This is an optimization exercise on Yosys and OpenROAD, whose aim is small area and a short achievable clock period, not a production implementation.
In this exercise RTL edits were held to simulation tests only and were not proved equivalent to the original.
Power figures rest on the tool's default switching activity, not on a simulated workload.

// rc4_cipher_buffer
module rc4_cipher_buffer #(
   parameter  int DATA_W = 8,
   parameter  int DEPTH  = 256,
   localparam int ADDR_W = $clog2(DEPTH)
) (
   input  logic              clk,
   input  logic              rst,
   input  logic              flush,
   input  logic              wr_valid,
   input  logic [DATA_W-1:0] wr_data,
   input  logic              rd_start,
   input  logic              rd_ready,
   output logic              rd_valid,
   output logic [DATA_W-1:0] rd_data,
   output logic              rd_last,
   output logic [ADDR_W:0]   frame_len,
   output logic              busy,
   output logic              overflow,
   output logic              wr_drop,
   output logic [1:0]        o_dbg_state
);
==> flow/config.mk <==
export PLATFORM = sky130hd
export DESIGN_NAME = rc4_cipher_buffer
export DESIGN_NICKNAME = rc4_cipher_buffer
export VERILOG_FILES = /design/flow/design.v
export SDC_FILE = /design/flow/constraint.sdc
export NUM_CORES = 4
export LEC_CHECK = 0
export ABC_AREA = 1
export CAP_MARGIN = 20
export CORE_MARGIN = 2
export CORE_UTILIZATION = 70
export SETUP_SLACK_MARGIN = 2.0
export SLEW_MARGIN = 20
==> flow/constraint.sdc <==
create_clock -name core_clock -period 4.2 [get_ports {clk}]
set_input_delay 0.8400 -clock core_clock [delete_from_list [all_inputs] [get_ports {clk}]]
set_output_delay 0.8400 -clock core_clock [all_outputs]
set_load 0.01 [all_outputs]
standard.sh (not shown) runs the stock make flow with config.mk's settings and CLKGATE_MAP_FILE= SYNTH_SCRIPT=/design/flow/synth_recipe.tcl, a recipe that flattens the netlist after the stock synthesis.
==> flow/flow/run.sh <==
#!/bin/bash
DU="sky130_fd_sc_hd__probe_p_8 sky130_fd_sc_hd__probec_p_8 sky130_fd_sc_hd__lpflow_bleeder_1"
DU="$DU sky130_fd_sc_hd__lpflow_clkbufkapwr_1 sky130_fd_sc_hd__lpflow_clkbufkapwr_16 sky130_fd_sc_hd__lpflow_clkbufkapwr_2"
DU="$DU sky130_fd_sc_hd__lpflow_clkbufkapwr_4 sky130_fd_sc_hd__lpflow_clkbufkapwr_8"
DU="$DU sky130_fd_sc_hd__lpflow_clkinvkapwr_1 sky130_fd_sc_hd__lpflow_clkinvkapwr_16 sky130_fd_sc_hd__lpflow_clkinvkapwr_2"
DU="$DU sky130_fd_sc_hd__lpflow_clkinvkapwr_4 sky130_fd_sc_hd__lpflow_clkinvkapwr_8"
DU="$DU sky130_fd_sc_hd__lpflow_decapkapwr_12 sky130_fd_sc_hd__lpflow_decapkapwr_3 sky130_fd_sc_hd__lpflow_decapkapwr_4"
DU="$DU sky130_fd_sc_hd__lpflow_decapkapwr_6 sky130_fd_sc_hd__lpflow_decapkapwr_8"
DU="$DU sky130_fd_sc_hd__lpflow_inputiso0n_1 sky130_fd_sc_hd__lpflow_inputiso0p_1 sky130_fd_sc_hd__lpflow_inputiso1n_1"
DU="$DU sky130_fd_sc_hd__lpflow_inputiso1p_1 sky130_fd_sc_hd__lpflow_inputisolatch_1"
DU="$DU sky130_fd_sc_hd__lpflow_isobufsrc_1 sky130_fd_sc_hd__lpflow_isobufsrc_16 sky130_fd_sc_hd__lpflow_isobufsrc_2"
DU="$DU sky130_fd_sc_hd__lpflow_isobufsrc_4 sky130_fd_sc_hd__lpflow_isobufsrc_8 sky130_fd_sc_hd__lpflow_isobufsrckapwr_16"
DU="$DU sky130_fd_sc_hd__lpflow_lsbuf_lh_hl_isowell_tap_1 sky130_fd_sc_hd__lpflow_lsbuf_lh_hl_isowell_tap_2"
DU="$DU sky130_fd_sc_hd__lpflow_lsbuf_lh_hl_isowell_tap_4 sky130_fd_sc_hd__lpflow_lsbuf_lh_isowell_4"
DU="$DU sky130_fd_sc_hd__lpflow_lsbuf_lh_isowell_tap_1 sky130_fd_sc_hd__lpflow_lsbuf_lh_isowell_tap_2"
DU="$DU sky130_fd_sc_hd__lpflow_lsbuf_lh_isowell_tap_4"
DU="$DU sky130_fd_sc_hd__clkdlybuf4s15_1 sky130_fd_sc_hd__clkdlybuf4s15_2 sky130_fd_sc_hd__clkdlybuf4s18_1"
DU="$DU sky130_fd_sc_hd__clkdlybuf4s18_2 sky130_fd_sc_hd__clkdlybuf4s25_1 sky130_fd_sc_hd__clkdlybuf4s25_2"
DU="$DU sky130_fd_sc_hd__clkdlybuf4s50_1 sky130_fd_sc_hd__clkdlybuf4s50_2 sky130_fd_sc_hd__dlygate4sd1_1"
DU="$DU sky130_fd_sc_hd__dlygate4sd2_1 sky130_fd_sc_hd__dlygate4sd3_1 sky130_fd_sc_hd__dlymetal6s2s_1"
DU="$DU sky130_fd_sc_hd__dlymetal6s4s_1 sky130_fd_sc_hd__dlymetal6s6s_1"
CTS="-sink_clustering_enable -repair_clock_nets -dont_use_dummy_load"
CTS="$CTS -sink_clustering_size 24 -sink_clustering_max_diameter 80"
bash standard.sh "DONT_USE_CELLS=$DU" "CTS_ARGS=$CTS" MATCH_CELL_FOOTPRINT=0 finish > standard.log 2>&1
Rerun with:
--- a/flow/flow/run.sh
+++ b/flow/flow/run.sh
@@ -23 +23 @@
-CTS="$CTS -sink_clustering_size 24 -sink_clustering_max_diameter 80"
+CTS="$CTS -sink_clustering_size 16 -sink_clustering_max_diameter 60 -sink_clustering_buffer sky130_fd_sc_hd__clkbuf_8"
Settings changed: SETUP_SLACK_MARGIN 2.0 to 2.2.
What happened: The changed run finished with timing, DRC and antenna clean. Clock skew goes down by 18 ps. Non-clock buffer count grows by 37. Sequential cell count is unchanged. Area after synthesis stays the same. Combinational power grows by about a fifth. Setup slack gains 97 ps. Final cell count increases slightly. Worst hold slack improved by 13 ps. Wire length decreases slightly. Power decreases slightly. First-iteration DRC count is lower by a few percent.
Rerun with:
--- a/flow/flow/run.sh
+++ b/flow/flow/run.sh
@@ -23 +23 @@
-CTS="$CTS -sink_clustering_size 16 -sink_clustering_max_diameter 60 -sink_clustering_buffer sky130_fd_sc_hd__clkbuf_8"
+CTS="$CTS -sink_clustering_size 24 -sink_clustering_max_diameter 80"
Settings changed: ABC_AREA 1 to default.
Result: The changed run completed without violations. Count of clock-buffer cells in the layout fell by 53. Power rose slightly. Design area fell by a few percent. Core utilization rose by 1.1 points. Fmax fell by a few percent. Global-route usage is about the same. Combinational power fell by a little under a tenth. Critical path depth rose by 6. Clock power rose by a few percent. Hold slack degrades by 19 ps. Routed wire length fell slightly.
Rerun with:
Settings changed: ABC_AREA from default to 1, CORE_UTILIZATION 70 to 72.
After rerunning: The changed run finished with timing, DRC and antenna clean; register-to-register slack improved by 160 ps; synthesized area came out higher by 2.9%; wire length came out higher by 3.7%; power is about the same; worst setup slack improved by 130 ps; core utilization came out higher by 1.6 points.

[re-timing with driven ports]
The results above use ideal ports. As a check the final layouts listed here were re-extracted and re-timed, cells and wires unchanged. Step 1: set_driving_cell puts a clkbuf_16 on clk and a buf_2 on each other input, an assumption about the parent block. Step 2 moves the port delays by t, midway between the first and last clock arrival at a register: inputs arrive t later, outputs are due t later. That takes back most of the time a late clock gives input paths. a / b / c = ideal / step 1 / step 2; a / b = the first two.
run | t, ns | slack for setup (ns) | worst setup path after step 2
the first run | 0.713 | 2.098 / 2.031 / 1.564 | input to register
the second run | 0.753 | 2.195 / 2.128 / 1.587 | input to register
the third run | 0.716 | 2.096 / 2.096 / 1.692 | input to register
the fourth run | 0.704 | 2.231 / 2.165 / 1.683 | input to register
After both steps setup and hold are still met in every run listed. For the second run, which loses most, drivers alone change the setup slack by -0.067 ns; drivers and shift together by -0.608 ns.
